What follows belongs to an exercise in optimizing a design on an open flow for small area and a short achievable clock period; a production flow would make more cautious choices. Where RTL was checked, it was by simulation tests only, not by an equivalence proof against the original. Function not checked in runs 4 to 6: the RTL went through the layout flow alone. No activity file was given, so power comes from the tool's default toggle rates. The flow treats the clock pin as an ideal source, which a real chip does not have.

$ cat flow/run.sh
#!/bin/bash
# synth_recipe.tcl (not shown) runs the flow's synth.tcl, then flattens the netlist and writes it again
# the make line also repeats each setting of config.mk as NAME=value (left out here)
make -C /OpenROAD-flow-scripts/flow DESIGN_CONFIG=/design/flow/config.mk WORK_HOME=/design/flow/orfs CLKGATE_MAP_FILE= SYNTH_SCRIPT=/design/flow/synth_recipe.tcl finish
$ cat flow/config.mk
export PLATFORM = sky130hd
export DESIGN_NAME = fifo_buffer_top
export DESIGN_NICKNAME = fifo_buffer_top
export VERILOG_FILES = /design/flow/design.v
export SDC_FILE = /design/flow/constraint.sdc
export NUM_CORES = 4
export LEC_CHECK = 0
export CAP_MARGIN = 20
export CORE_MARGIN = 2
export CORE_UTILIZATION = 40
export SETUP_SLACK_MARGIN = 1.5
export SLEW_MARGIN = 20
$ cat flow/constraint.sdc
create_clock -name core_clock -period 4.0 [get_ports {rd_clk}]
set_input_delay 0.8000 -clock core_clock [delete_from_list [all_inputs] [get_ports {rd_clk}]]
set_output_delay 0.8000 -clock core_clock [all_outputs]
set_load 0.01 [all_outputs]
$ cat flow/design.v
package fifo_pkg;
    localparam int ADDR_WIDTH     = 4;                    
    localparam int FIFO_DEPTH     = 1 << ADDR_WIDTH;      
    localparam int DATA_WIDTH     = 128;                  
    localparam int PROG_EMPTY_ASSERT = 4;                 
    typedef logic [ADDR_WIDTH-1:0] addr_t;                
    typedef logic [ADDR_WIDTH:0]   count_t;               
    typedef logic [DATA_WIDTH-1:0] data_t;                
    typedef logic [FIFO_DEPTH-1:0] sel_t;                 
endpackage
`timescale 1ns/1ns
module fifo_wr_ctrl (
    input  logic             rd_clk,
    input  logic             rd_rst_n,
    input  logic             fifo_clear,
    input  logic             wen,        
    output fifo_pkg::sel_t   we          
);
    fifo_pkg::addr_t wr_ptr;
    always_ff @(posedge rd_clk or negedge rd_rst_n) begin
        if (!rd_rst_n) begin
            wr_ptr <= '0;
        end else if (fifo_clear) begin
            wr_ptr <= '0;
        end else if (wen) begin
            wr_ptr <= wr_ptr + 1'b1;
        end
    end
    always_comb begin
        for (int r = 0; r < fifo_pkg::FIFO_DEPTH; r++) begin
            we[r] = wen & (wr_ptr == r[fifo_pkg::ADDR_WIDTH-1:0]);
        end
    end
endmodule
`timescale 1ns/1ns
module fifo_ram (
    input  logic             rd_clk,
    input  fifo_pkg::sel_t   we,        
    input  fifo_pkg::data_t  wdata,
    input  fifo_pkg::sel_t   rsel,      
    output fifo_pkg::data_t  rdata
);
    fifo_pkg::data_t mem [fifo_pkg::FIFO_DEPTH];
    fifo_pkg::data_t rd_word;
    for (genvar r = 0; r < fifo_pkg::FIFO_DEPTH; r++) begin : g_row
        always_ff @(posedge rd_clk) begin
            if (we[r]) begin
                mem[r] <= wdata;
            end
        end
    end
    always_comb begin
        rd_word = '0;
        for (int r = 0; r < fifo_pkg::FIFO_DEPTH; r++) begin
            rd_word = rd_word | (mem[r] & {fifo_pkg::DATA_WIDTH{rsel[r]}});
        end
    end
    always_ff @(posedge rd_clk) begin
        rdata <= rd_word;
    end
endmodule
`timescale 1ns/1ns
module fifo_rd_ctrl (
    input  logic             rd_clk,
    input  logic             rd_rst_n,
    input  logic             fifo_clear,
    input  logic             ren,        
    output fifo_pkg::sel_t   rsel        
);
    fifo_pkg::addr_t rd_ptr;
    always_ff @(posedge rd_clk or negedge rd_rst_n) begin
        if (!rd_rst_n) begin
            rd_ptr <= '0;
        end else if (fifo_clear) begin
            rd_ptr <= '0;
        end else if (ren) begin
            rd_ptr <= rd_ptr + 1'b1;
        end
    end
    always_ff @(posedge rd_clk) begin
        for (int r = 0; r < fifo_pkg::FIFO_DEPTH; r++) begin
            rsel[r] <= (rd_ptr == r[fifo_pkg::ADDR_WIDTH-1:0]);
        end
    end
endmodule
`timescale 1ns/1ns
module fifo_buffer_top (
    input  logic          rd_clk,
    input  logic          rd_rst_n,
    input  logic          fifo_clear,
    input  logic          wr_en,
    input  logic [127:0]  wr_data,
    input  logic [4:0]    prog_full_assert_cfg,
    input  logic [4:0]    prog_full_negate_cfg,
    output logic          full,
    output logic          prog_full,
    output logic          ovf_int,
    input  logic          rd_en,
    output logic          empty,
    output logic          prog_empty,
    output logic          udf_int,
    output logic [127:0]  rd_data,
    output logic          rd_data_val,
    output logic [4:0]    data_count
);
    logic             wen;       
    logic             ren;       
    fifo_pkg::count_t occ;       
    fifo_pkg::count_t occ_nxt;
    logic [1:0]       val_pipe;  
    fifo_pkg::sel_t   we;
    fifo_pkg::sel_t   rsel;
    assign wen = wr_en & ~full;
    assign ren = rd_en & ~empty;
    assign occ_nxt = occ + {4'd0, wen} - {4'd0, ren};
    always_ff @(posedge rd_clk or negedge rd_rst_n) begin
        if (!rd_rst_n) begin
            occ        <= '0;
            full       <= 1'b0;
            empty      <= 1'b1;
            prog_full  <= 1'b0;
            prog_empty <= 1'b1;
            val_pipe   <= '0;
            data_count <= '0;
        end else if (fifo_clear) begin
            occ        <= '0;
            full       <= 1'b0;
            empty      <= 1'b1;
            prog_full  <= 1'b0;
            prog_empty <= 1'b1;
            val_pipe   <= '0;
            data_count <= '0;
        end else begin
            occ        <= occ_nxt;
            full       <= (occ_nxt == 5'd16);
            empty      <= (occ_nxt == 5'd0);
            if (occ >= prog_full_assert_cfg) begin
                prog_full <= 1'b1;
            end else if (occ < prog_full_negate_cfg) begin
                prog_full <= 1'b0;
            end
            prog_empty <= (occ <= 5'(fifo_pkg::PROG_EMPTY_ASSERT));
            val_pipe   <= {val_pipe[0], ren};
            data_count <= data_count + {4'd0, wen} - {4'd0, val_pipe[1]};
        end
    end
    always_ff @(posedge rd_clk or negedge rd_rst_n) begin
        if (!rd_rst_n) begin
            ovf_int <= 1'b0;
            udf_int <= 1'b0;
        end else begin
            ovf_int <= wr_en & full;
            udf_int <= rd_en & empty;
        end
    end
    assign rd_data_val = val_pipe[1];
    fifo_wr_ctrl u_wr_ctrl (
        .rd_clk     ( rd_clk     ),
        .rd_rst_n   ( rd_rst_n   ),
        .fifo_clear ( fifo_clear ),
        .wen        ( wen        ),
        .we         ( we         )
    );
    fifo_ram u_ram (
        .rd_clk     ( rd_clk     ),
        .we         ( we         ),
        .wdata      ( wr_data    ),
        .rsel       ( rsel       ),
        .rdata      ( rd_data    )
    );
    fifo_rd_ctrl u_rd_ctrl (
        .rd_clk     ( rd_clk     ),
        .rd_rst_n   ( rd_rst_n   ),
        .fifo_clear ( fifo_clear ),
        .ren        ( ren        ),
        .rsel       ( rsel       )
    );
endmodule
==> impl_metrics.csv, run 1 <==
group,metric,value,unit
logic_synthesis,synth-xor-area-share,0.147,%
timing,setup_viol,0,
floorplan,io_pins,283,
cts,h-tree-depth,4,
timing,fin_tns_setup,0,ns
drt,drcViolationCount,0,
setup_path,critPathMaxStageDelay,0.60,ns
drt,viasPerCell,6.06,
floorplan,start_util,40.2,%
cts,clkSinkCount,2218,
logic_synthesis,yosys_register_bits,2218,
cts,clock_latency,0.85,ns
run_status,status,"complete, no violations",
setup_path,end_kind,"flop",
drt,antenna_left,0,
worst_hold_path,hp-class,"in -> reg",
logic_synthesis,syn_area,0.0773,mm²
logic_synthesis,synthMuxAreaShare,0,%
grt,grt_max_degree,73,
timing,fin_crit,2.43,ns
logic_synthesis,synth_compound_area_share,11.8,%
logic_synthesis,postSynthAreaPerCell,20.5,µm²
logic_synthesis,yosysUniqueCellTypes,32,
timing,fin_ws,1.57,ns
placed_design,place_hpwl,118000,µm
logic_synthesis,postSynthCellCount,3771,
setup_path,worst-setup-path-type,"reg -> reg",
setup_path,path_max_fanout,28,
setup_path,critPathBufInv,2,
setup_path,crit_path_cell_trace,"nor2b_4 > buf_4 > nand2_1 > nor2_1 > and2_4 > buf_12",
power_and_ir_drop,ir_drop,456,µV
timing,rsz0062_at_grt,"false",
grt,antenna_found_initial,31,
cts,postCtsHoldBufs,0,
setup_path,cpMaxStageDelayCell,"and2_4",
logic_synthesis,yosys_warnings,5,
cts,clk_pin_slew,0.06,ns
floorplan,fp-row-count,161,
job,maxCapViolCount,0,
layout,final_common_cell,"edfxtp_1",
cts,cts_root_buf,"clkbuf_16",
floorplan,die_h,444,µm
timing,skew,0.0429,ns
timing,timing.final.crit_share,60.7,%
power_and_ir_drop,power,0.0527,W
floorplan,dieArea,0.197,mm²
timing,max_freq,0.412,GHz
placed_design,place_congestion,0.766,
grt,grt_pass1_wl,312000,µm
drt,detail_route.wl_per_cell,32.2,µm
floorplan,dieWidth,444,µm
layout,synthToLayoutAreaGrowth,17.5,%
drt,drtPass1Iterations,5,
drt,drtIter0Drc,4820,
timing,slew_headroom,26.3,%
placed_design,preCtsSetupSlack,0.520,ns
setup_path,cpLargestDelayFamily,"simple AND/OR/NAND/NOR gates",
timing,worstMarginPinSlew,1.11,ns
drt,drt_wl_total,222000,µm
cts,cts_tree,"yes",
grt,grt_pass1_vias,41500,
timing,final-hold-violation-count,0,
grt,overflow,0,
cts,numCtsBuffers,214,
timing,maxSlewViolCount,0,
layout,final_net_count,4345,
logic_synthesis,synth_top_family_by_area,"compound AO/OA/AOI/OAI gates",
logic_synthesis,ys_seq_area_share,84.2,%
cts,clk_path_buf_depth,3,
logic_synthesis,yosys.area_share.adder,0.521,%
layout,final_cell_mix,"2,048 x edfxtp_1, 512 x a22o_1, 512 x a221oi_1",
logic_synthesis,synth-simple-area-share,1.61,%
grt,grt_usage,22.1,%
placed_design,port_buffers,282,
drt,num_vias,41800,
setup_path,worstPathArrival,2.94,ns
layout,layout-drive-gt1-share,11.6,%
setup_path,worstPathRequired,4.51,ns
floorplan,fp.coreArea,0.192,mm²
power_and_ir_drop,p_per_area,581,mW/mm²
logic_synthesis,synthesis.nets,3945,
power_and_ir_drop,cellLeakagePower,29.0,nW
setup_path,start_kind,"flop",
registers in the layout, indices dropped and copies added (netlist names):
name / count
u_wr_ctrl.wr_ptr: 4
u_ram.mem: 2048
prog_empty: 1
u_rd_ctrl.rd_ptr: 4
empty: 1
u_rd_ctrl.rsel: 16
data_count: 5
u_ram.rdata: 128
udf_int: 1
val_pipe: 2
ovf_int: 1
occ: 5
full: 1
prog_full: 1
cells in the mapped netlist, drive strengths merged:
| master | count | area (µm²) |
|---|---|---|
| clkbuf | 61 | 229 |
| nor3 | 1 | 5.00 |
| nor2 | 18 | 67.6 |
| nand4 | 130 | 813 |
| xnor2 | 6 | 52.6 |
| and3 | 5 | 31.3 |
| fa | 2 | 40.0 |
| nor3b | 1 | 12.5 |
| a41o | 1 | 10.0 |
| and2 | 31 | 194 |
| o22ai | 1 | 6.26 |
| a22o | 512 | 4480 |
| a21o | 6 | 45.0 |
| a221oi | 512 | 4480 |
| dfxtp | 144 | 2880 |
| and4bb | 1 | 12.5 |
| ha | 29 | 363 |
| a31oi | 2 | 12.5 |
| nand2 | 11 | 41.3 |
| a21oi | 8 | 40.0 |
| o21ai | 2 | 10.0 |
| nor2b | 11 | 68.8 |
| dfstp | 2 | 52.6 |
| buf | 168 | 1060 |
| dfrtp | 24 | 601 |
| xor2 | 7 | 61.3 |
| inv | 26 | 97.6 |
| edfxtp | 2048 | 61500 |
| a32oi | 1 | 8.76 |
report_power, final:
part / internal, W / switching (W) / leakage, nW
Sequential: 0.0268 / 0.000731 / 20.1
Clock: 0.0114 / 0.00866 / 3.42
Combinational: 0.00206 / 0.00313 / 5.52
Total: 0.0402 / 0.0125 / 29.0
layout make-up:
class                           count  area, µm²
Clock inverter                    111       1110
Clock buffer                      293       5900
Multi-Input combinational cell   1298      10900
Timing Repair Buffer              413       4400
Inverter                           26        103
Fill cell                       15900     101000
Antenna cell                       15       37.5
Tap cell                         2526       3160
Sequential cell                  2218      65100
timing repair:
item | CTS | global route
buffers inserted | 0 | 1
setup endpoints to repair | 172 | 92
resized for setup | 161 | 9
pin swaps | 0 | 1
stage by stage:
stage	hold WS (ns)	std cells	util (%)	instance area, µm²
after floorplan	0.439	3771	-	77300
after global placement	0.455	6480	43.6	83800
after detailed placement	0.461	6480	43.6	83800
after CTS	0.319	6884	47.2	90700
after global routing	0.243	6892	47.2	90800
final	0.247	6900	47.2	90800
routing by layer:
metal	routed length (µm)	part of all wire (%)	global-route usage (%)	vias up
li1	-	-	-	17100
met4	5670	2.6	6.64	30
met1	91200	41	30.3	22200
met5	193	0.087	0	-
met2	105000	48	35.2	2127
met3	19400	8.8	4.95	335
cell families (layout without fill, tap and decap cells):
kind of cell             after synthesis  after routing
AO/OA/AOI/OAI                       1045           1045
XOR/XNOR                              13             13
adder cells (fa/ha/maj)               31             31
buffers and inverters                255            843
flip-flops                          2218           2218
other                                  0             15
AND/OR/NAND/NOR                      209            209
worst register-to-register path, stage by stage, from the launching register on:
cell and delay (ns):
dfrtp_1 0.43, nor2b_4 0.19, buf_4 0.20, nand2_1 0.07
nor2_1 0.25, and2_4 0.60, buf_12 0.32
final timing paths:
path	endpoint	depth (start not counted)	slack [ns]	startpoint
max in group asynchronous	empty	2	3.32	rd_rst_n
worst min register to register	u_ram.rdata[19]	2	0.48	u_ram.mem[13][19]
worst min-delay path	ovf_int	2	0.25	wr_en
worst max register to register	u_ram.mem[4][85]	6	1.57	full
min in group asynchronous	prog_full	2	0.36	rd_rst_n
worst max-delay path	u_ram.mem[4][85]	6	1.57	full
==> inputs of run 2 (changes only) <==
--- a/flow/design.v
+++ b/flow/design.v
@@ -109,2 +109,9 @@
     fifo_pkg::count_t occ_nxt;
+    logic             occ_inc;   
+    logic             occ_dec;   
+    logic             full_nxt;
+    logic             empty_nxt;
+    logic             dc_inc;    
+    logic             dc_dec;    
+    fifo_pkg::count_t dc_nxt;
     logic [1:0]       val_pipe;  
@@ -114,3 +121,10 @@
     assign ren = rd_en & ~empty;
-    assign occ_nxt = occ + {4'd0, wen} - {4'd0, ren};
+    assign occ_inc   = wen & ~ren;
+    assign occ_dec   = ren & ~wen;
+    assign occ_nxt   = occ_inc ? occ + 5'd1 : (occ_dec ? occ - 5'd1 : occ);
+    assign full_nxt  = occ_inc ? (occ == 5'd15) : (full & ~occ_dec);
+    assign empty_nxt = occ_dec ? (occ == 5'd1) : (empty & ~occ_inc);
+    assign dc_inc    = wen & ~val_pipe[1];
+    assign dc_dec    = val_pipe[1] & ~wen;
+    assign dc_nxt    = dc_inc ? data_count + 5'd1 : (dc_dec ? data_count - 5'd1 : data_count);
     always_ff @(posedge rd_clk or negedge rd_rst_n) begin
@@ -134,4 +148,4 @@
             occ        <= occ_nxt;
-            full       <= (occ_nxt == 5'd16);
-            empty      <= (occ_nxt == 5'd0);
+            full       <= full_nxt;
+            empty      <= empty_nxt;
             if (occ >= prog_full_assert_cfg) begin
@@ -143,3 +157,3 @@
             val_pipe   <= {val_pipe[0], ren};
-            data_count <= data_count + {4'd0, wen} - {4'd0, val_pipe[1]};
+            data_count <= dc_nxt;
         end
==> flow/flow/run.sh (new file) <==
#!/bin/bash
# Standard ORFS layout with three changes:
#  - port buffers are buf_2 instead of the slow delay buffer buffer_ports picks by default
#  - repair may change a cell's footprint
#  - clock tree: larger sink clusters, no dummy loads
set -euo pipefail
export BUFFER_PORTS_ARGS="-buffer_cell sky130_fd_sc_hd__buf_2"
export CTS_ARGS="-sink_clustering_enable -repair_clock_nets -dont_use_dummy_load -sink_clustering_size 30 -sink_clustering_max_diameter 100"
bash standard.sh MATCH_CELL_FOOTPRINT=0 finish > make.log 2>&1
==> flow/standard.sh (new file) <==
#!/bin/bash
# synth_recipe.tcl (not shown) runs the flow's synth.tcl, then flattens the netlist and writes it again
# the make line also repeats each setting of config.mk as NAME=value (left out here)
make -C /OpenROAD-flow-scripts/flow DESIGN_CONFIG=/design/flow/config.mk WORK_HOME=/design/flow/orfs CLKGATE_MAP_FILE= SYNTH_SCRIPT=/design/flow/synth_recipe.tcl "${@:-finish}"
--- a/flow/config.mk
+++ b/flow/config.mk
@@ -9,4 +9,5 @@
 export CORE_MARGIN = 2
-export CORE_UTILIZATION = 40
-export SETUP_SLACK_MARGIN = 1.5
+export CORE_UTILIZATION = 55
+export SETUP_SLACK_MARGIN = 1.6
 export SLEW_MARGIN = 20
+export TNS_END_PERCENT = 10
removed: flow/run.sh
==> run 2 against run 1 <==
  * Hold slack got worse by 0.20 ns
  * Utilization increased by 13 points
  * Power decreased by 28%
  * Sequential power decreased by 6%
  * Sequential share of layout area increased by 5.9 points
  * Global-route usage increased by 7.4 points
  * Register-to-register slack about the same
  * Combinational power decreased by 66%
==> impl_metrics.csv, run 2 <==
group,metric,value,unit
layout,largestRegisters,"u_ram.mem (2048), u_ram.rdata (128), u_rd_ctrl.rsel (16)",
layout,synthToLayoutAreaGrowth,8.82,%
layout,final_common_cell,"edfxtp_1",
drt,drtPass1Iterations,5,
grt,grt-busiest-layer,"met2",
logic_synthesis,postSynthAreaPerCell,20.3,µm²
power_and_ir_drop,pwr-share-clk,27.0,%
drt,num_vias,40900,
power_and_ir_drop,power_frac_seq,68.4,%
grt,grt_pass1_vias,40000,
layout,postLayoutCellArea,0.0839,mm²
timing,setup_viol,0,
logic_synthesis,yosys.area.top_type,"edfxtp_1",
logic_synthesis,synth-async-reset-ratio,1.17,%
placed_design,place_congestion,0.773,
worst_hold_path,hp-class,"in -> async",
logic_synthesis,yosysUniqueCellTypes,48,
grt,grt_use_met2,48.6,%
drt,antenna_left,0,
drt,drt_wl_total,212000,µm
logic_synthesis,synth_common_cells,"2,048 x edfxtp_1, 512 x a221oi_1, 512 x a22o_1",
power_and_ir_drop,cellLeakagePower,26.4,nW
power_and_ir_drop,p_per_area,452,mW/mm²
drt,viasPerCell,6.87,
logic_synthesis,postSynthCellCount,3792,
layout,layout-drive-gt1-share,13.5,%
grt,overflow,0,
floorplan,io_pins,283,
drt,drcViolationCount,0,
power_and_ir_drop,ir_drop,353,µV
timing,max_freq,0.411,GHz
cts,cts_tree,"yes",
cts,postCtsSetupBuffers,0,
grt,grt_usage,29.5,%
power_and_ir_drop,combinationalPowerShare,4.6,%
logic_synthesis,ys.flop_type,"edfxtp_1",
floorplan,fp.coreArea,0.139,mm²
drt,detail_route.wl_per_cell,35.6,µm
placed_design,place_hpwl,114000,µm
cts,clk_pin_slew,0.11,ns
floorplan,dieArea,0.143,mm²
drt,drtIter0Drc,5043,
layout,final_net_count,4233,
timing,final-hold-violation-count,0,
logic_synthesis,yosys_warnings,5,
logic_synthesis,synth.most_common_cell,"edfxtp_1",
timing,worstMarginPinSlew,1.05,ns
power_and_ir_drop,swShare,20.6,%
cts,postCtsHoldBufs,0,
layout,largest_reg_flops,2048,
logic_synthesis,yosys_register_bits,2218,
logic_synthesis,synthesis.nets,3961,
setup_path,start_kind,"flop",
cts,clock_latency,0.75,ns
setup_path,end_kind,"flop",
run_status,status,"complete, no violations",
floorplan,die_h,378,µm
setup_path,worstPathRequired,4.36,ns
grt,met3_usage,3.82,%
timing,slew_headroom,29.8,%
cts,h-tree-depth,3,
logic_synthesis,synth_top_cells_by_area,"edfxtp_1 80%, a221oi_1 5.8%, a22o_1 5.8%",
grt,antenna_found_initial,35,
layout,regMostFlops,"u_ram.mem",
timing,skew,0.117,ns
job,maxCapViolCount,0,
grt,grt_pass1_wl,297000,µm
cts,cts_root_buf,"clkbuf_16",
floorplan,dieWidth,378,µm
timing,fin_tns_setup,0,ns
cts,clkSinkCount,2218,
placed_design,port_buffers,282,
logic_synthesis,synth_top_area_share,79.8,%
timing,rsz0062_at_grt,"true",
power_and_ir_drop,internal-power,0.0301,W
timing,maxSlewViolCount,0,
floorplan,start_util,55.3,%
timing,fin_crit,2.44,ns
cts,clk_path_buf_depth,3,
placed_design,placed_cell_area,0.0817,mm²
timing,timing.final.crit_share,60.9,%
cts,numCtsBuffers,84,
setup_path,worst-setup-path-type,"reg -> reg",
grt,met1_usage,42.8,%
setup_path,path_max_fanout,56,
setup_path,worstPathArrival,2.80,ns
logic_synthesis,ys_seq_area_share,84.4,%
power_and_ir_drop,power,0.0379,W
logic_synthesis,syn_area,0.0771,mm²
power_and_ir_drop,p_sw,0.00783,W
logic_synthesis,synth-edff-count,2048,
layout,final_cell_mix,"2,048 x edfxtp_1, 512 x a22o_1, 512 x a221oi_1",
grt,grt_max_degree,77,
floorplan,fp-row-count,137,
## run 2: changes by cell type after synthesis, sizes merged, moves of 5 or more
cell    previous run  this run
nand2             11        16
nor3               1         6
inv               26        21
buf              168       119
clkbuf            61       113
nand3              0         5
## run 2: layer usage
layer  share of wire (%)  wire, µm
met1                  41     87400
met2                  49    104000
met3                 7.5     16000
met4                 2.1      4470
met5               0.063       134
## run 2: path summary, 6_finish.rpt
check	startpoint	end	slack, ns	depth (start not counted)
min in group core_clock	rd_en	udf_int	0.35	2
min reg2reg	u_ram.mem[14][18]	u_ram.rdata[18]	0.46	2
max reg2reg	full	u_ram.mem[10][82]	1.56	4
min	rd_rst_n	u_wr_ctrl.wr_ptr[1]	0.05	1
max	full	u_ram.mem[10][82]	1.56	4
max in group asynchronous	rd_rst_n	occ[2]	3.52	1
## run 2: stage by stage
step	setup slack, ns	hold slack, ns	util (%)	instances
after global routing	1.49	0.0720	60.2	5943
after floorplan	1.36	0.439	-	3792
after global placement	0.920	0.442	58.7	5853
after CTS	1.58	0.0229	60.2	5938
final	1.56	0.0477	60.2	5952
after detailed placement	0.916	0.448	58.7	5853
## run 2: area by class of cell
cell class / instances / area [µm²]
Antenna cell: 14 / 35.0
Timing Repair Buffer: 417 / 3170
Tap cell: 1876 / 2350
Sequential cell: 2218 / 65100
Inverter: 21 / 78.8
Fill cell: 10000 / 55500
Clock buffer: 84 / 2100
Multi-Input combinational cell: 1322 / 11100
## run 2: power groups by stage
| stage | Clock [W] | Sequential, W | Combinational, W |
|---|---|---|---|
| floorplan | 0 | 0.0265 | 0.000672 |
| global placement | 0 | 0.0265 | 0.00174 |
| detailed placement | 0 | 0.0265 | 0.00175 |
| CTS | 0.0104 | 0.0260 | 0.00175 |
| global route | 0.0111 | 0.0260 | 0.00187 |
| finish | 0.0103 | 0.0259 | 0.00174 |
## run 2: repair_timing
item | 4_1_cts | 5_1_grt
gates cloned | 1 | 0
endpoints found under the setup margin | 397 | 276
gates resized for setup | 2 | 0
pin swaps | 0 | 0
## run 2: kinds of logic after synthesis
logic type                 count (synthesis)  synth area share (%)
AOI/OAI and AO/OA                       1057                  11.9
xor gates and xnor gates                   9                 0.112
adders and majority gates                 26                 0.432
buffers and inverters                    253                  1.40
DFF                                     2218                  84.4
muxes                                      2                0.0276
and+or+nand+nor                          227                  1.76
## run 2: worst max-delay path, cell delays in order, from the launching register on
cell and delay, ns:
dfrtp_1 0.44, nand2b_4 0.25, nor3b_4 0.28, and2_4 0.56
buf_12 0.48
==> inputs of run 3 (changes only) <==
--- a/flow/design.v
+++ b/flow/design.v
@@ -15,3 +15,5 @@
     input  logic             fifo_clear,
+    input  logic             wr_en,
     input  logic             wen,        
+    input  logic             full_nxt,   
     output fifo_pkg::sel_t   we          
@@ -19,2 +21,5 @@
     fifo_pkg::addr_t wr_ptr;
+    fifo_pkg::addr_t wr_ptr_nxt;
+    fifo_pkg::sel_t  wok;           
+    assign wr_ptr_nxt = fifo_clear ? '0 : (wen ? wr_ptr + 1'b1 : wr_ptr);
     always_ff @(posedge rd_clk or negedge rd_rst_n) begin
@@ -22,13 +27,16 @@
             wr_ptr <= '0;
-        end else if (fifo_clear) begin
-            wr_ptr <= '0;
-        end else if (wen) begin
-            wr_ptr <= wr_ptr + 1'b1;
-        end
-    end
-    always_comb begin
-        for (int r = 0; r < fifo_pkg::FIFO_DEPTH; r++) begin
-            we[r] = wen & (wr_ptr == r[fifo_pkg::ADDR_WIDTH-1:0]);
-        end
-    end
+        end else begin
+            wr_ptr <= wr_ptr_nxt;
+        end
+    end
+    always_ff @(posedge rd_clk or negedge rd_rst_n) begin
+        if (!rd_rst_n) begin
+            wok <= 16'd1;
+        end else begin
+            for (int r = 0; r < fifo_pkg::FIFO_DEPTH; r++) begin
+                wok[r] <= (wr_ptr_nxt == r[fifo_pkg::ADDR_WIDTH-1:0]) & ~(full_nxt & ~fifo_clear);
+            end
+        end
+    end
+    assign we = {fifo_pkg::FIFO_DEPTH{wr_en}} & wok;
 endmodule
@@ -174,3 +182,5 @@
         .fifo_clear ( fifo_clear ),
+        .wr_en      ( wr_en      ),
         .wen        ( wen        ),
+        .full_nxt   ( full_nxt   ),
         .we         ( we         )
--- a/flow/flow/run.sh
+++ b/flow/flow/run.sh
@@ -7,3 +7,3 @@
 export BUFFER_PORTS_ARGS="-buffer_cell sky130_fd_sc_hd__buf_2"
-export CTS_ARGS="-sink_clustering_enable -repair_clock_nets -dont_use_dummy_load -sink_clustering_size 30 -sink_clustering_max_diameter 100"
+export CTS_ARGS="-sink_clustering_enable -repair_clock_nets -dont_use_dummy_load -sink_clustering_size 25 -sink_clustering_max_diameter 90"
 bash standard.sh MATCH_CELL_FOOTPRINT=0 finish > make.log 2>&1
--- a/flow/config.mk
+++ b/flow/config.mk
@@ -10,3 +10,3 @@
 export CORE_UTILIZATION = 55
-export SETUP_SLACK_MARGIN = 1.6
+export SETUP_SLACK_MARGIN = 2.0
 export SLEW_MARGIN = 20
==> run 3 against run 2 <==
  * Maximum frequency is 12% higher
  * Global-route usage up 0.34 points
  * Combinational power is essentially flat
  * Critical endpoint is now empty
==> impl_metrics.csv, run 3 <==
group,metric,value,unit
run_status,status,"complete, no violations",
timing,setup_viol,0,
floorplan,dieWidth,379,µm
grt,grt_max_degree,67,
grt,grt_pass1_vias,40500,
layout,ff_latch_area,0.0656,mm²
cts,clkSinkCount,2234,
setup_path,worstPathRequired,3.20,ns
drt,drcViolationCount,0,
timing,timing.final.crit_share,54.2,%
floorplan,dieArea,0.144,mm²
logic_synthesis,synth-edff-count,2048,
setup_path,cpMaxStageDelayCell,"dfstp_2",
grt,grt_usage,29.8,%
power_and_ir_drop,pwr-share-clk,28.5,%
grt,grt-busiest-layer,"met2",
logic_synthesis,yosys_warnings,5,
floorplan,fp.coreArea,0.140,mm²
logic_synthesis,syn_area,0.0775,mm²
power_and_ir_drop,swShare,20.7,%
logic_synthesis,synth.most_common_cell,"edfxtp_1",
cts,cts_tree,"yes",
setup_path,path_max_fanout,2,
timing,worstMarginPinSlew,1.13,ns
floorplan,die_h,379,µm
setup_path,cpLargestDelayFamily,"flip-flops",
layout,largest_reg_flops,2048,
layout,final_cell_mix,"2,048 x edfxtp_1, 512 x a22o_1, 511 x a221oi_1",
drt,viasPerCell,6.90,
power_and_ir_drop,cellLeakagePower,26.9,nW
timing,skew,0.0471,ns
setup_path,worst-setup-path-type,"reg -> out",
layout,largestRegisters,"u_ram.mem (2048), u_ram.rdata (128)",
cts,h-tree-depth,3,
layout,nFillCells,9927,
placed_design,place_congestion,0.767,
logic_synthesis,synthesis.nets,3998,
placed_design,port_buffers,282,
job,maxCapViolCount,0,
floorplan,start_util,55.5,%
drt,drtPass1Iterations,5,
cts,clk_pin_slew,0.10,ns
timing,maxSlewViolCount,0,
placed_design,place_hpwl,113000,µm
drt,antenna_left,0,
logic_synthesis,synth-async-reset-ratio,1.88,%
grt,overflow,0,
power_and_ir_drop,combinationalPowerShare,4.5,%
layout,final_core_util,61.0,%
logic_synthesis,synth_top_cells_by_area,"edfxtp_1 79%, a221oi_1 5.8%, a22o_1 5.8%",
logic_synthesis,yosys.area.top_type,"edfxtp_1",
power_and_ir_drop,power_frac_seq,67.0,%
cts,clk_path_buf_depth,3,
cts,clock_latency,0.76,ns
floorplan,fp-row-count,137,
logic_synthesis,yosys_register_bits,2234,
floorplan,io_pins,283,
logic_synthesis,postSynthAreaPerCell,20.2,µm²
layout,regMostFlops,"u_ram.mem",
logic_synthesis,synth_common_cells,"2,048 x edfxtp_1, 512 x a221oi_1, 512 x a22o_1",
drt,drt_wl_total,216000,µm
power_and_ir_drop,p_sw,0.00806,W
power_and_ir_drop,ir_drop,442,µV
power_and_ir_drop,p_per_area,458,mW/mm²
setup_path,crit_path_cell_trace,"buf_6",
layout,layout-drive-gt1-share,14.6,%
grt,antenna_found_initial,34,
setup_path,start_kind,"flop",
power_and_ir_drop,internal-power,0.0309,W
cts,postCtsHoldBufs,0,
timing,slew_headroom,24.5,%
grt,met3_usage,5.48,%
cts,numCtsBuffers,99,
grt,grt_use_met2,47.6,%
setup_path,critPathBufInv,1,
timing,rsz0062_at_grt,"true",
timing,max_freq,0.461,GHz
layout,final_net_count,4294,
logic_synthesis,postSynthCellCount,3832,
setup_path,critPathLaunch,"empty",
logic_synthesis,yosysUniqueCellTypes,48,
drt,num_vias,41500,
timing,fin_tns_setup,0,ns
logic_synthesis,synth_top_area_share,79.4,%
layout,multi_input_area,0.0112,mm²
drt,drtIter0Drc,5307,
layout,final_common_cell,"edfxtp_1",
grt,grt_pass1_wl,301000,µm
grt,met1_usage,43.0,%
setup_path,r2r_start,"u_rd_ctrl.rsel[7]",
layout,synthToLayoutAreaGrowth,9.89,%
timing,fin_crit,2.17,ns
drt,detail_route.wl_per_cell,36.0,µm
setup_path,end_kind,"output port",
timing,final-hold-violation-count,0,
power_and_ir_drop,power,0.0390,W
setup_path,worstPathArrival,1.37,ns
worst_hold_path,hp-class,"in -> async",
setup_path,critPathMaxStageDelay,0.55,ns
logic_synthesis,ys.flop_type,"edfxtp_1",
cts,cts_root_buf,"clkbuf_16",
logic_synthesis,ys_seq_area_share,84.4,%
-- run 3: changes by cell type in the layout (fill, tap and decap cells not counted), sizes merged, moves of 5 or more --
| cell | previous run | this run |
|---|---|---|
| buf | 417 | 430 |
| clkbuf | 84 | 99 |
| dfrtp | 24 | 39 |
| nand2 | 16 | 11 |
| nand3 | 5 | 0 |
| nor3 | 6 | 20 |
| o21ai | 5 | 11 |
-- run 3: cell type report --
type                       count  area share, %
antenna                       11         0.0323
sequential                  2234           77.0
clock buffer                  99           2.91
inverter                      21         0.0926
multi-input combinational   1342           13.1
tap                         1876           2.76
timing repair buffer         430           4.06
-- run 3: cells by family after synthesis --
family | Yosys count | share of synthesized area, %
flip-flops | 2234 | 84.4
multiplexers | 2 | 0.0420
AND/OR/NAND/NOR | 246 | 1.89
buffers and inverters | 256 | 1.26
AO/OA/AOI/OAI | 1060 | 11.9
adder cells (fa/ha/maj) | 24 | 0.394
XOR/XNOR | 10 | 0.113
-- run 3: repair_timing --
action                                  4_1_cts  5_1_grt
pin swaps                                     0        4
resized for setup                            63       28
endpoints found under the setup margin      264      289
setup buffers                                10       12
-- run 3: metrics by stage --
| stage | hold WS [ns] | instance area [µm²] | cells | setup WS [ns] |
|---|---|---|---|---|
| global route | 0.250 | 85100 | 6004 | 1.77 |
| CTS | 0.182 | 84900 | 5990 | 1.78 |
| global placement | 0.451 | 82000 | 5881 | 1.20 |
| floorplan | 0.439 | 77600 | 3832 | 1.62 |
| finish | 0.197 | 85200 | 6013 | 1.83 |
| detailed placement | 0.458 | 82000 | 5881 | 1.18 |
-- run 3: layer usage --
layer,part of all wire (%),routed length (µm),vias up
met2,48,103000,2061
met5,0.097,210,-
met3,8.7,18800,323
li1,-,-,16900
met1,41,89200,22100
met4,2.5,5430,36
-- run 3: worst paths after layout --
path | endpoint | slack [ns] | cells after the start
setup / recovery | empty | 1.83 | 1
hold / removal | u_wr_ctrl.wok[12] | 0.20 | 1
setup reg to reg | u_ram.rdata[117] | 1.85 | 4
hold reg to reg | val_pipe[1] | 0.47 | 1
max in group asynchronous | val_pipe[1] | 3.13 | 1
min in group core_clock | udf_int | 0.35 | 2
-- run 3: power groups by stage --
stage | combinational, W | clock (W) | sequential (W)
4_1_cts | 0.00175 | 0.0113 | 0.0261
3_5_place_dp | 0.00168 | 0 | 0.0266
5_1_grt | 0.00191 | 0.0120 | 0.0261
2_1_floorplan | 0.000668 | 0 | 0.0266
3_3_place_gp | 0.00167 | 0 | 0.0266
6_report | 0.00177 | 0.0111 | 0.0261
==> inputs of run 4 (changes only) <==
--- a/flow/design.v
+++ b/flow/design.v
@@ -127,4 +127,10 @@
     fifo_pkg::sel_t   rsel;
-    assign wen = wr_en & ~full;
-    assign ren = rd_en & ~empty;
+    logic             nfull;       
+    logic             empty_i;     
+    logic             nempty_o;    
+    logic             nprog_empty;
+    assign empty      = ~nempty_o;
+    assign prog_empty = ~nprog_empty;
+    assign wen = wr_en & nfull;
+    assign ren = rd_en & ~empty_i;
     assign occ_inc   = wen & ~ren;
@@ -132,4 +138,4 @@
     assign occ_nxt   = occ_inc ? occ + 5'd1 : (occ_dec ? occ - 5'd1 : occ);
-    assign full_nxt  = occ_inc ? (occ == 5'd15) : (full & ~occ_dec);
-    assign empty_nxt = occ_dec ? (occ == 5'd1) : (empty & ~occ_inc);
+    assign full_nxt  = occ_inc ? (occ == 5'd15) : (~nfull & ~occ_dec);
+    assign empty_nxt = occ_dec ? (occ == 5'd1) : (empty_i & ~occ_inc);
     assign dc_inc    = wen & ~val_pipe[1];
@@ -139,21 +145,27 @@
         if (!rd_rst_n) begin
-            occ        <= '0;
-            full       <= 1'b0;
-            empty      <= 1'b1;
-            prog_full  <= 1'b0;
-            prog_empty <= 1'b1;
-            val_pipe   <= '0;
-            data_count <= '0;
+            occ         <= '0;
+            full        <= 1'b0;
+            nfull       <= 1'b1;
+            empty_i     <= 1'b1;
+            nempty_o    <= 1'b0;
+            prog_full   <= 1'b0;
+            nprog_empty <= 1'b0;
+            val_pipe    <= '0;
+            data_count  <= '0;
         end else if (fifo_clear) begin
-            occ        <= '0;
-            full       <= 1'b0;
-            empty      <= 1'b1;
-            prog_full  <= 1'b0;
-            prog_empty <= 1'b1;
-            val_pipe   <= '0;
-            data_count <= '0;
-        end else begin
-            occ        <= occ_nxt;
-            full       <= full_nxt;
-            empty      <= empty_nxt;
+            occ         <= '0;
+            full        <= 1'b0;
+            nfull       <= 1'b1;
+            empty_i     <= 1'b1;
+            nempty_o    <= 1'b0;
+            prog_full   <= 1'b0;
+            nprog_empty <= 1'b0;
+            val_pipe    <= '0;
+            data_count  <= '0;
+        end else begin
+            occ         <= occ_nxt;
+            full        <= full_nxt;
+            nfull       <= ~full_nxt;
+            empty_i     <= empty_nxt;
+            nempty_o    <= ~empty_nxt;
             if (occ >= prog_full_assert_cfg) begin
@@ -163,5 +175,5 @@
             end
-            prog_empty <= (occ <= 5'(fifo_pkg::PROG_EMPTY_ASSERT));
-            val_pipe   <= {val_pipe[0], ren};
-            data_count <= dc_nxt;
+            nprog_empty <= (occ > 5'(fifo_pkg::PROG_EMPTY_ASSERT));
+            val_pipe    <= {val_pipe[0], ren};
+            data_count  <= dc_nxt;
         end
@@ -173,4 +185,4 @@
         end else begin
-            ovf_int <= wr_en & full;
-            udf_int <= rd_en & empty;
+            ovf_int <= wr_en & ~nfull;
+            udf_int <= rd_en & empty_i;
         end
==> run 4 against run 3 <==
  * Non-clock buffer count increased by 1
  * Final area stayed put
  * Register-to-register slack improved by 0.09 ns
  * Via count is 1.2% higher
  * Maximum frequency rose by 3.5%
  * Hold slack improved by 0.030 ns
  * Critical endpoint is now rd_data[58]
  * Critical path type unchanged
  * Synthesized cell count up 0.13%
  * Critical path depth is the same
  * Still clean on timing, DRC and antenna
  * Clock skew grew 0.0035 ns
==> impl_metrics.csv, run 4 <==
group,metric,value,unit
run_status,status,"complete, no violations",
cts,clkSinkCount,2236,
logic_synthesis,synth_top_family_by_area,"compound AO/OA/AOI/OAI gates",
layout,final_core_util,61.0,%
cts,postCtsHoldBufs,0,
setup_path,end_kind,"output port",
timing,fin_crit,2.10,ns
timing,whs,0.227,ns
power_and_ir_drop,power_frac_seq,67.0,%
floorplan,dieArea,0.144,mm²
cts,clock_latency,0.77,ns
drt,drt_wl_total,220000,µm
logic_synthesis,yosys.area_share.adder,0.393,%
logic_synthesis,synth_common_cells,"2,048 x edfxtp_1, 512 x a221oi_1, 512 x a22o_1",
logic_synthesis,synth-xor-area-share,0.113,%
timing,max_freq,0.477,GHz
timing,timing.final.crit_share,52.4,%
logic_synthesis,synth-edff-count,2048,
logic_synthesis,yosys_register_bits,2236,
logic_synthesis,synth-async-reset-ratio,1.97,%
logic_synthesis,syn_area,0.0776,mm²
placed_design,place_hpwl,113000,µm
timing,skew,0.0505,ns
logic_synthesis,postSynthCellCount,3837,
grt,overflow,0,
logic_synthesis,synth-simple-area-share,1.87,%
power_and_ir_drop,combinationalPowerShare,4.5,%
logic_synthesis,yosys_warnings,5,
setup_path,worstPathArrival,1.30,ns
logic_synthesis,ys_seq_area_share,84.4,%
power_and_ir_drop,ir_drop,384,µV
power_and_ir_drop,swShare,20.7,%
placed_design,placed_cell_area,0.0821,mm²
timing,setup_viol,0,
timing,maxSlewViolCount,0,
power_and_ir_drop,pwr-share-clk,28.5,%
cts,clk_pin_slew,0.09,ns
power_and_ir_drop,cellLeakagePower,27.0,nW
drt,drtPass1Iterations,5,
layout,largest_reg_flops,2048,
layout,final_net_count,4303,
logic_synthesis,synth_top_cells_by_area,"edfxtp_1 79%, a221oi_1 5.8%, a22o_1 5.8%",
cts,numCtsBuffers,99,
setup_path,worstPathRequired,3.20,ns
logic_synthesis,synth_top_area_share,79.3,%
setup_path,crit_path_cell_trace,"buf_6",
logic_synthesis,yosysUniqueCellTypes,53,
cts,h-tree-depth,3,
floorplan,fp-row-count,137,
floorplan,fp.coreArea,0.140,mm²
power_and_ir_drop,p_per_area,458,mW/mm²
floorplan,dieWidth,380,µm
grt,antenna_found_initial,29,
logic_synthesis,synthesis.nets,4003,
placed_design,port_buffers,282,
grt,grt_pass1_wl,308000,µm
logic_synthesis,synth_compound_area_share,11.8,%
drt,detail_route.wl_per_cell,36.6,µm
logic_synthesis,postSynthAreaPerCell,20.2,µm²
grt,grt_usage,29.9,%
logic_synthesis,yosys.area.top_type,"edfxtp_1",
setup_path,worst-setup-path-type,"reg -> out",
timing,worstMarginPinSlew,0.973,ns
drt,drcViolationCount,0,
placed_design,place_congestion,0.785,
floorplan,start_util,55.5,%
drt,num_vias,42000,
layout,synthToLayoutAreaGrowth,9.76,%
timing,final-hold-violation-count,0,
timing,slew_headroom,35.1,%
layout,postLayoutCellArea,0.0852,mm²
drt,viasPerCell,6.97,
cts,cts_tree,"yes",
floorplan,io_pins,283,
setup_path,critPathBufInv,1,
drt,antenna_left,0,
power_and_ir_drop,internal-power,0.0309,W
drt,drtIter0Drc,5592,
timing,rsz0062_at_grt,"true",
logic_synthesis,ys.flop_type,"edfxtp_1",
layout,final_cell_mix,"2,048 x edfxtp_1, 512 x a22o_1, 511 x a221oi_1",
power_and_ir_drop,p_sw,0.00807,W
worst_hold_path,hp-class,"in -> async",
cts,clk_path_buf_depth,3,
layout,regMostFlops,"u_ram.mem",
layout,largestRegisters,"u_ram.mem (2048), u_ram.rdata (128)",
setup_path,path_max_fanout,1,
timing,fin_tns_setup,0,ns
setup_path,critPathMaxStageDelay,0.41,ns
floorplan,die_h,380,µm
logic_synthesis,synthMuxAreaShare,0.0806,%
setup_path,cpMaxStageDelayCell,"dfxtp_4",
grt,grt_pass1_vias,40800,
cts,cts_root_buf,"clkbuf_16",
logic_synthesis,synth.most_common_cell,"edfxtp_1",
setup_path,cpLargestDelayFamily,"flip-flops",
layout,final_common_cell,"edfxtp_1",
grt,grt_max_degree,82,
job,maxCapViolCount,0,
setup_path,start_kind,"flop",
layout,layout-drive-gt1-share,14.9,%
-- run 4: final timing paths --
path	cells after the start	startpoint	end	slack [ns]
min in group core_clock	2	rd_en	udf_int	0.36
min reg2reg	2	u_ram.mem[14][1]	u_ram.rdata[1]	0.48
min	1	rd_rst_n	data_count[2]	0.23
max	1	u_ram.rdata[58]	rd_data[58]	1.90
max reg2reg	4	u_rd_ctrl.rsel[4]	u_ram.rdata[17]	1.94
max in group asynchronous	1	rd_rst_n	val_pipe[1]	3.11
-- run 4: final cells by class --
type                            count  area, µm²
Sequential cell                  2236      65600
Fill cell                        9903      54500
Multi-Input combinational cell   1344      11200
Timing Repair Buffer              431       3400
Clock buffer                       99       2480
Tap cell                         1876       2350
Inverter                           25        100
Antenna cell                       10       25.0
-- run 4: repair_timing --
action | CTS | global route
setup buffers | 15 | 5
setup endpoints to repair | 338 | 770
pin swaps | 0 | 4
resized for setup | 49 | 32
cloned | 0 | 4
endpoints found under the hold margin | 0 | 0
-- run 4: cell families (layout without fill, tap and decap cells) --
group,after synthesis,count (layout)
other cells,0,10
compound gates,1058,1058
flops,2236,2236
buf+inv,261,555
mux,5,5
fa+ha+maj,24,24
simple gates,243,247
xor+xnor,10,10
-- run 4: metal layers --
metal	share of wire (%)	track usage (%)
met1	42	45.1
met2	47	47.3
met3	9.0	4.49
met4	1.7	5.56
met5	0.067	0
-- run 4: metrics by stage --
stage	power [W]	cells	setup slack (ns)
floorplan	0.0273	3837	1.51
global placement	0.0283	5888	1.14
detailed placement	0.0284	5888	1.15
CTS	0.0391	6002	1.86
global route	0.0400	6012	1.88
finish	0.0390	6021	1.90
-- run 4: power groups by stage --
stage          registers [W]  clock network, W  logic [W]
2_1_floorplan         0.0266                 0   0.000675
3_3_place_gp          0.0267                 0    0.00168
3_5_place_dp          0.0267                 0    0.00170
4_1_cts               0.0261            0.0113    0.00172
5_1_grt               0.0262            0.0120    0.00188
6_report              0.0261            0.0111    0.00174
==> inputs of run 5 (changes only) <==
--- a/flow/design.v
+++ b/flow/design.v
@@ -131,2 +131,5 @@
     logic             nprog_empty;
+    logic             nval_i;      
+    fifo_pkg::count_t ndc_i;       
+    fifo_pkg::count_t dc_i;
     assign empty      = ~nempty_o;
@@ -140,5 +143,6 @@
     assign empty_nxt = occ_dec ? (occ == 5'd1) : (empty_i & ~occ_inc);
-    assign dc_inc    = wen & ~val_pipe[1];
-    assign dc_dec    = val_pipe[1] & ~wen;
-    assign dc_nxt    = dc_inc ? data_count + 5'd1 : (dc_dec ? data_count - 5'd1 : data_count);
+    assign dc_i      = ~ndc_i;
+    assign dc_inc    = wen & nval_i;
+    assign dc_dec    = ~nval_i & ~wen;
+    assign dc_nxt    = dc_inc ? dc_i + 5'd1 : (dc_dec ? dc_i - 5'd1 : dc_i);
     always_ff @(posedge rd_clk or negedge rd_rst_n) begin
@@ -153,3 +157,5 @@
             val_pipe    <= '0;
+            nval_i      <= 1'b1;
             data_count  <= '0;
+            ndc_i       <= '1;
         end else if (fifo_clear) begin
@@ -163,3 +169,5 @@
             val_pipe    <= '0;
+            nval_i      <= 1'b1;
             data_count  <= '0;
+            ndc_i       <= '1;
         end else begin
@@ -177,3 +185,5 @@
             val_pipe    <= {val_pipe[0], ren};
+            nval_i      <= ~val_pipe[0];
             data_count  <= dc_nxt;
+            ndc_i       <= ~dc_nxt;
         end
==> run 5 against run 4 <==
  * Largest cell class unchanged
  * Critical path type unchanged
  * First-iteration DRC count down 3.6%
  * Clock-buffer cell count up 1
  * Setup slack worse by 0.0039 ns
  * Via count down 0.70%
  * Power up 0.40%
  * Cell count up 0.13%
==> impl_metrics.csv, run 5 <==
group,metric,value,unit
setup_path,worst-setup-path-type,"reg -> out",
drt,drtPass1Iterations,6,
floorplan,fp.coreArea,0.140,mm²
logic_synthesis,synthesis.nets,4017,
cts,h-tree-depth,3,
floorplan,io_pins,283,
drt,num_vias,41700,
cts,clock_latency,0.75,ns
drt,viasPerCell,6.91,
setup_path,r2r_cells,4,
power_and_ir_drop,ir_drop,487,µV
cts,clk_pin_slew,0.09,ns
timing,max_freq,0.476,GHz
cts,clkSinkCount,2242,
setup_path,critPathMaxStageDelay,0.43,ns
logic_synthesis,ys.flop_type,"edfxtp_1",
layout,regMostFlops,"u_ram.mem",
setup_path,reg2reg_slack,1.94,ns
placed_design,placed_cells,5894,
setup_path,critPathBufInv,1,
layout,final_net_count,4307,
timing,fin_ws,1.90,ns
setup_path,path_max_fanout,1,
placed_design,preCtsSetupSlack,1.19,ns
cts,numCtsBuffers,100,
drt,drcViolationCount,0,
layout,final_common_cell,"edfxtp_1",
floorplan,dieWidth,380,µm
job,maxCapViolCount,0,
floorplan,fp-row-count,137,
timing,final-hold-violation-count,0,
setup_path,worstPathArrival,1.30,ns
power_and_ir_drop,cellLeakagePower,27.1,nW
logic_synthesis,synth-edff-count,2048,
worst_hold_path,hp-class,"in -> async",
logic_synthesis,synth_common_cells,"2,048 x edfxtp_1, 512 x a221oi_1, 512 x a22o_1",
logic_synthesis,postSynthCellCount,3853,
layout,ff_latch_area,0.0658,mm²
logic_synthesis,yosys.area.top_type,"edfxtp_1",
setup_path,cpLargestDelayFamily,"flip-flops",
drt,antenna_left,0,
layout,multi_input_area,0.0112,mm²
layout,layout-drive-gt1-share,14.8,%
grt,grt_pass1_wl,303000,µm
setup_path,end_kind,"output port",
setup_path,start_kind,"flop",
timing,whs,0.169,ns
timing,worstMarginPinSlew,0.926,ns
layout,final_cells,6029,
setup_path,crit_path_cell_trace,"buf_6",
run_status,status,"complete, no violations",
placed_design,port_buffers,282,
grt,grt_max_degree,79,
floorplan,dieArea,0.144,mm²
grt,antenna_found_initial,33,
timing,rsz0062_at_grt,"true",
timing,fin_tns_setup,0,ns
setup_path,r2r_start,"u_rd_ctrl.rsel[4]",
setup_path,worstPathRequired,3.20,ns
logic_synthesis,ys_seq_area_share,84.4,%
logic_synthesis,synth.most_common_cell,"edfxtp_1",
logic_synthesis,syn_area,0.0777,mm²
setup_path,worstReg2RegEnd,"u_ram.rdata[95]",
power_and_ir_drop,power,0.0392,W
logic_synthesis,synth_top_cells_by_area,"edfxtp_1 79%, a221oi_1 5.8%, a22o_1 5.8%",
layout,largestRegisters,"u_ram.mem (2048), u_ram.rdata (128)",
grt,grt_usage,29.5,%
drt,drt_wl_total,218000,µm
logic_synthesis,synth_top_area_share,79.1,%
drt,drtIter0Drc,5393,
logic_synthesis,yosys_warnings,5,
power_and_ir_drop,p_per_area,458,mW/mm²
timing,fin_crit,2.10,ns
cts,cts_tree,"yes",
cts,cts_root_buf,"clkbuf_16",
timing,timing.final.crit_share,52.5,%
layout,synthToLayoutAreaGrowth,9.98,%
cts,clk_path_buf_depth,3,
layout,largest_reg_flops,2048,
floorplan,start_util,55.6,%
timing,maxSlewViolCount,0,
timing,setup_viol,0,
grt,overflow,0,
logic_synthesis,yosysUniqueCellTypes,46,
logic_synthesis,postSynthAreaPerCell,20.2,µm²
logic_synthesis,yosys_register_bits,2242,
floorplan,die_h,380,µm
setup_path,cpMaxStageDelayCell,"dfxtp_4",
logic_synthesis,synth-async-reset-ratio,2.23,%
layout,final_cell_mix,"2,048 x edfxtp_1, 512 x a22o_1, 508 x a221oi_1",
drt,detail_route.wl_per_cell,36.1,µm
timing,skew,0.0562,ns
placed_design,place_congestion,0.781,
grt,grt_pass1_vias,40200,
timing,slew_headroom,38.2,%
layout,nFillCells,9870,
placed_design,place_hpwl,113000,µm
-- run 5: cell types whose count changed in the layout (fill, tap and decap cells not counted), moves of 4 or more --
cell     change
buf_2       -13
buf_6       +10
dfxtp_2     -10
dfxtp_4     +10
buf_4        -9
dfstp_2      +6
o21ai_0      +6
and2_1       -4
and2_2       -4
mux2i_1      -4
nand2_1      +4
-- run 5: metal layers --
metal | vias to the layer above | GRT usage [%] | wire [µm]
met5 | - | 0 | 101
met3 | 300 | 5.76 | 20200
li1 | 17000 | - | -
met4 | 18 | 6.64 | 5020
met1 | 22200 | 43.2 | 89500
met2 | 2168 | 46.5 | 103000
-- run 5: worst max-delay path by stage --
stage	slack (ns)	cells after the start	startpoint	end
final	1.90	1	u_ram.rdata[45]	rd_data[45]
after CTS	1.84	2	nprog_empty	prog_empty
after floorplan	1.62	3	wr_en	u_ram.mem[10][0]
after detailed placement	1.19	3	wr_en	u_ram.mem[12][56]
after global placement	1.17	3	wr_en	u_ram.mem[12][56]
after global routing	1.85	1	u_ram.rdata[32]	rd_data[32]
-- run 5: layout make-up --
cell class	count	area share [%]
flip-flops and latches	2242	77.0
repair buffers	425	4.15
multi-input cells	1347	13.1
diodes	12	0.0351
inverters	27	0.121
well taps	1876	2.75
clock buffers	100	2.93
-- run 5: what timing repair did --
| item | CTS | global route |
|---|---|---|
| resized for setup | 71 | 32 |
| cloned | 1 | 1 |
| endpoints found under the setup margin | 238 | 358 |
| pin swaps | 1 | 2 |
| buffers inserted | 10 | 11 |
| hold buffers | 0 | 0 |
-- run 5: power by group --
| part | internal, W | switching (W) | total, W |
|---|---|---|---|
| clock network | 0.00447 | 0.00670 | 0.0112 |
| registers | 0.0260 | 0.000217 | 0.0262 |
| logic | 0.000631 | 0.00118 | 0.00182 |
-- run 5: metrics by stage --
stage | utilization [%] | cell area, µm²
after floorplan | - | 77800
after global placement | 58.8 | 82300
after detailed placement | 58.8 | 82300
after CTS | 60.9 | 85200
after global routing | 61.1 | 85500
final | 61.1 | 85500
-- run 5: cells by family after synthesis --
logic type	share of synthesized area, %
simple gates	1.91
flops	84.4
xor+xnor	0.135
fa+ha+maj	0.338
mux	0.0290
buf+inv	1.30
compound gates	11.8
==> inputs of run 6 (changes only) <==
--- a/flow/design.v
+++ b/flow/design.v
@@ -15,3 +15,2 @@
     input  logic             fifo_clear,
-    input  logic             wr_en,
     input  logic             wen,        
@@ -40,3 +39,3 @@
     end
-    assign we = {fifo_pkg::FIFO_DEPTH{wr_en}} & wok;
+    assign we = wok;
 endmodule
@@ -47,3 +46,4 @@
     input  fifo_pkg::data_t  wdata,
-    input  fifo_pkg::sel_t   rsel,      
+    input  fifo_pkg::sel_t   rsel_lo,   
+    input  fifo_pkg::sel_t   rsel_hi,   
     output fifo_pkg::data_t  rdata
@@ -62,3 +62,4 @@
         for (int r = 0; r < fifo_pkg::FIFO_DEPTH; r++) begin
-            rd_word = rd_word | (mem[r] & {fifo_pkg::DATA_WIDTH{rsel[r]}});
+            rd_word = rd_word | (mem[r] & {{(fifo_pkg::DATA_WIDTH/2){rsel_hi[r]}},
+                                           {(fifo_pkg::DATA_WIDTH/2){rsel_lo[r]}}});
         end
@@ -75,3 +76,4 @@
     input  logic             ren,        
-    output fifo_pkg::sel_t   rsel        
+    output fifo_pkg::sel_t   rsel_lo,    
+    output fifo_pkg::sel_t   rsel_hi
 );
@@ -89,3 +91,4 @@
         for (int r = 0; r < fifo_pkg::FIFO_DEPTH; r++) begin
-            rsel[r] <= (rd_ptr == r[fifo_pkg::ADDR_WIDTH-1:0]);
+            rsel_lo[r] <= (rd_ptr == r[fifo_pkg::ADDR_WIDTH-1:0]);
+            rsel_hi[r] <= (rd_ptr == r[fifo_pkg::ADDR_WIDTH-1:0]) & ~fifo_clear;
         end
@@ -126,3 +129,4 @@
     fifo_pkg::sel_t   we;
-    fifo_pkg::sel_t   rsel;
+    fifo_pkg::sel_t   rsel_lo;
+    fifo_pkg::sel_t   rsel_hi;
     logic             nfull;       
@@ -204,3 +208,2 @@
         .fifo_clear ( fifo_clear ),
-        .wr_en      ( wr_en      ),
         .wen        ( wen        ),
@@ -213,3 +216,4 @@
         .wdata      ( wr_data    ),
-        .rsel       ( rsel       ),
+        .rsel_lo    ( rsel_lo    ),
+        .rsel_hi    ( rsel_hi    ),
         .rdata      ( rd_data    )
@@ -221,3 +225,4 @@
         .ren        ( ren        ),
-        .rsel       ( rsel       )
+        .rsel_lo    ( rsel_lo    ),
+        .rsel_hi    ( rsel_hi    )
     );
==> run 6 against run 5 <==
  * Maximum frequency shrank 0.91%
  * Area after synthesis up 0.47%
  * Global-route usage down 1.0 points
  * Routed wire length fell by 3.6%
  * Cell count shrank 0.35%
  * Sequential share of layout area is 0.94 points higher
  * Die area is 0.47% higher
  * Highest routed layer unchanged
==> impl_metrics.csv, run 6 <==
group,metric,value,unit
setup_path,start_kind,"flop",
drt,num_vias,40900,
floorplan,start_util,55.3,%
placed_design,place_congestion,0.755,
grt,antenna_found_initial,37,
timing,final-hold-violation-count,0,
layout,largestRegisters,"u_ram.mem (2048), u_ram.rdata (128)",
logic_synthesis,synth-async-reset-ratio,2.21,%
setup_path,path_depth,4,
floorplan,dieWidth,381,µm
setup_path,critPathLaunch,"u_rd_ctrl.rsel_hi[1]",
worst_hold_path,hp-class,"in -> async",
logic_synthesis,synth.most_common_cell,"edfxtp_1",
drt,m1WireLength,85700,µm
placed_design,place_hpwl,101000,µm
layout,final_cell_mix,"2,048 x edfxtp_1, 512 x a22o_1, 512 x a221oi_1",
cts,h-tree-depth,3,
layout,regMostFlops,"u_ram.mem",
setup_path,cpLargestDelayFamily,"flip-flops",
logic_synthesis,synth_top_cells_by_area,"edfxtp_1 79%, a221oi_1 5.7%, a22o_1 5.7%",
drt,drcViolationCount,0,
setup_path,cpMaxStageDelayCell,"dfxtp_4",
drt,drtIter0Drc,4453,
cts,cts_tree,"yes",
timing,maxSlewViolCount,0,
layout,final_common_cell,"edfxtp_1",
cts,clkSinkCount,2258,
timing,fin_crit,2.12,ns
cts,clk_path_buf_depth,3,
floorplan,dieArea,0.145,mm²
setup_path,critPathMaxStageDelay,1.01,ns
floorplan,fp-row-count,138,
setup_path,critPathBufInv,1,
timing,timing.final.crit_share,53.0,%
placed_design,port_buffers,282,
logic_synthesis,ys.flop_type,"edfxtp_1",
grt,grt_usage,28.5,%
grt,overflow,0,
drt,detail_route.wl_per_cell,34.9,µm
logic_synthesis,syn_area,0.0781,mm²
timing,fin_tns_setup,0,ns
logic_synthesis,synthesis.nets,4035,
floorplan,io_pins,283,
layout,final_core_util,60.2,%
layout,final_net_count,4267,
logic_synthesis,synth_top_area_share,78.7,%
setup_path,worstReg2RegEnd,"u_ram.rdata[106]",
setup_path,crit_path_end,"u_ram.rdata[106]",
logic_synthesis,yosys.area.top_type,"edfxtp_1",
layout,final_cells,6008,
logic_synthesis,synth-edff-count,2048,
grt,grt_pass1_wl,296000,µm
layout,largest_reg_flops,2048,
logic_synthesis,synth_common_cells,"2,048 x edfxtp_1, 512 x a221oi_1, 512 x a22o_1",
logic_synthesis,yosysUniqueCellTypes,52,
setup_path,path_max_fanout,48,
cts,cts_root_buf,"clkbuf_16",
logic_synthesis,yosys_register_bits,2258,
cts,clk_pin_slew,0.09,ns
drt,viasPerCell,6.81,
setup_path,reg2reg_slack,1.88,ns
power_and_ir_drop,ir_drop,349,µV
timing,slew_headroom,24.3,%
timing,skew,0.0290,ns
logic_synthesis,postSynthCellCount,3871,
logic_synthesis,yosys_warnings,5,
grt,grt_pass1_vias,39900,
drt,drt_wl_total,210000,µm
placed_design,placed_cells,5890,
drt,antenna_left,0,
setup_path,r2r_cells,4,
placed_design,preCtsSetupSlack,1.63,ns
logic_synthesis,postSynthAreaPerCell,20.2,µm²
setup_path,worstPathRequired,4.63,ns
setup_path,worstPathArrival,2.75,ns
timing,worstMarginPinSlew,1.14,ns
logic_synthesis,ys_seq_area_share,84.5,%
timing,rsz0062_at_grt,"true",
cts,clock_latency,0.73,ns
drt,drtPass1Iterations,5,
setup_path,worst-setup-path-type,"reg -> reg",
layout,synthToLayoutAreaGrowth,8.92,%
timing,fin_ws,1.88,ns
grt,grt_max_degree,60,
setup_path,end_kind,"flop",
cts,numCtsBuffers,100,
layout,layout-drive-gt1-share,14.4,%
power_and_ir_drop,cellLeakagePower,26.9,nW
timing,max_freq,0.472,GHz
run_status,status,"complete, no violations",
setup_path,r2r_start,"u_rd_ctrl.rsel_hi[1]",
drt,topRoutingLayerUsed,"met5",
floorplan,fp.coreArea,0.141,mm²
power_and_ir_drop,power,0.0395,W
power_and_ir_drop,p_per_area,464,mW/mm²
floorplan,die_h,381,µm
job,maxCapViolCount,0,
drt,wl_met2,104000,µm
setup_path,crit_path_cell_trace,"buf_4 > a22o_1 > a221oi_1 > nand4_1",
timing,setup_viol,0,
drt,dr_wl_met3,15500,µm
run 6: cell count changes in the layout (fill, tap and decap cells not counted), sizes merged, moves of 3 or more:
| cell | previous run | this run |
|---|---|---|
| and2 | 27 | 14 |
| buf | 423 | 366 |
| dfxtp | 144 | 160 |
| diode | 12 | 17 |
| nand2 | 15 | 18 |
| nor2 | 16 | 27 |
| nor3 | 21 | 26 |
run 6: power breakdown:
group | total [W] | leakage [nW] | internal (W) | switching [W]
registers | 0.0267 | 20.6 | 0.0263 | 0.000416
clock network | 0.0112 | 1.23 | 0.00448 | 0.00673
logic | 0.00159 | 5.11 | 0.000614 | 0.000975
run 6: stage by stage:
step | hold WS, ns | cell area, µm²
after floorplan | 0.368 | 78100
after global placement | 0.388 | 82100
after detailed placement | 0.393 | 82100
after CTS | 0.267 | 84900
after global routing | 0.0985 | 85000
final | 0.0913 | 85100
run 6: worst min path at each step:
stage / start / end / slack, ns / depth (start not counted)
final: rd_rst_n / data_count[4] / 0.09 / 1
after global routing: rd_rst_n / data_count[0] / 0.1 / 1
after CTS: rd_rst_n / data_count[0] / 0.27 / 1
after detailed placement: val_pipe[0] / nval_i / 0.39 / 1
after global placement: val_pipe[0] / nval_i / 0.39 / 1
after floorplan: val_pipe[0] / nval_i / 0.37 / 1
run 6: what timing repair did:
| item | 4_1_cts | 5_1_grt |
|---|---|---|
| resized for setup | 80 | 52 |
| hold buffers | 0 | 0 |
| setup buffers | 0 | 1 |
| endpoints found under the hold margin | 0 | 0 |
| endpoints found under the setup margin | 237 | 317 |
run 6: final cells by class:
type | instances | area [µm²]
Clock buffer | 100 | 2500
Timing Repair Buffer | 366 | 2650
Fill cell | 10300 | 56200
Multi-Input combinational cell | 1350 | 11100
Antenna cell | 17 | 42.5
Sequential cell | 2258 | 66300
Inverter | 27 | 104
Tap cell | 1890 | 2360
run 6: cell families (layout without fill, tap and decap cells):
group	Yosys count	after routing	share of synthesized area (%)
compound gates	1060	1060	11.8
xor+xnor	12	12	0.135
fa+ha+maj	21	21	0.336
buf+inv	263	493	1.31
flops	2258	2258	84.5
mux	3	3	0.0545
other cells	0	17	0
simple gates	254	254	1.92
run 6: routing by layer:
metal | global-route usage, % | vias up
li1 | - | 16900
met1 | 40.2 | 21900
met2 | 47.9 | 1773
met3 | 4.24 | 265
met4 | 5.48 | 26
met5 | 0 | -

re-timing with driven ports:
The results above use ideal ports. As a check the final layouts listed here were re-extracted and re-timed, cells and wires unchanged.
Step 1 sets driving cells, clkbuf_16 on the clock port and buf_2 on the other inputs (assumed; they add their load-dependent delay and slew).
Step 2 adds t to the input delays and takes it off the output delays; t is the mean of the earliest and latest rising clock arrival at the registers after step 1. Input paths then give back, and output paths get back, about the clock's delay inside the block.
a / b / c = no drivers / after step 1 / after step 2; a / b = the first two.
run | t (ns) | setup slack, ns | worst hold slack (ns) | worst setup path at the end | worst register clock-pin slew, ns | pins driven straight from the clock port
run 1 | 0.910 | 1.571 / 1.504 / 0.932 | 0.247 / 0.191 / 0.480 | input to register | 0.07 / 0.07 | 1
run 2 | 0.781 | 1.564 / 1.564 / 1.148 | 0.048 / -0.020 / 0.459 | input to register | 0.12 / 0.12 | 1
run 3 | 0.818 | 1.831 / 1.747 / 1.135 | 0.197 / 0.149 / 0.473 | input to register | 0.10 / 0.10 | 1
run 4 | 0.811 | 1.904 / 1.823 / 1.155 | 0.227 / 0.168 / 0.477 | input to register | 0.10 / 0.10 | 1
run 5 | 0.804 | 1.900 / 1.822 / 1.147 | 0.169 / 0.111 / 0.408 | input to register | 0.10 / 0.10 | 1
run 6 | 0.800 | 1.881 / 1.847 / 1.655 | 0.091 / 0.032 / 0.402 | input to register | 0.10 / 0.10 | 1
After both steps every run listed still meets setup and hold. The setup slack of run 5, which loses most, moves by -0.078 ns with the drivers and by -0.753 ns with both steps.
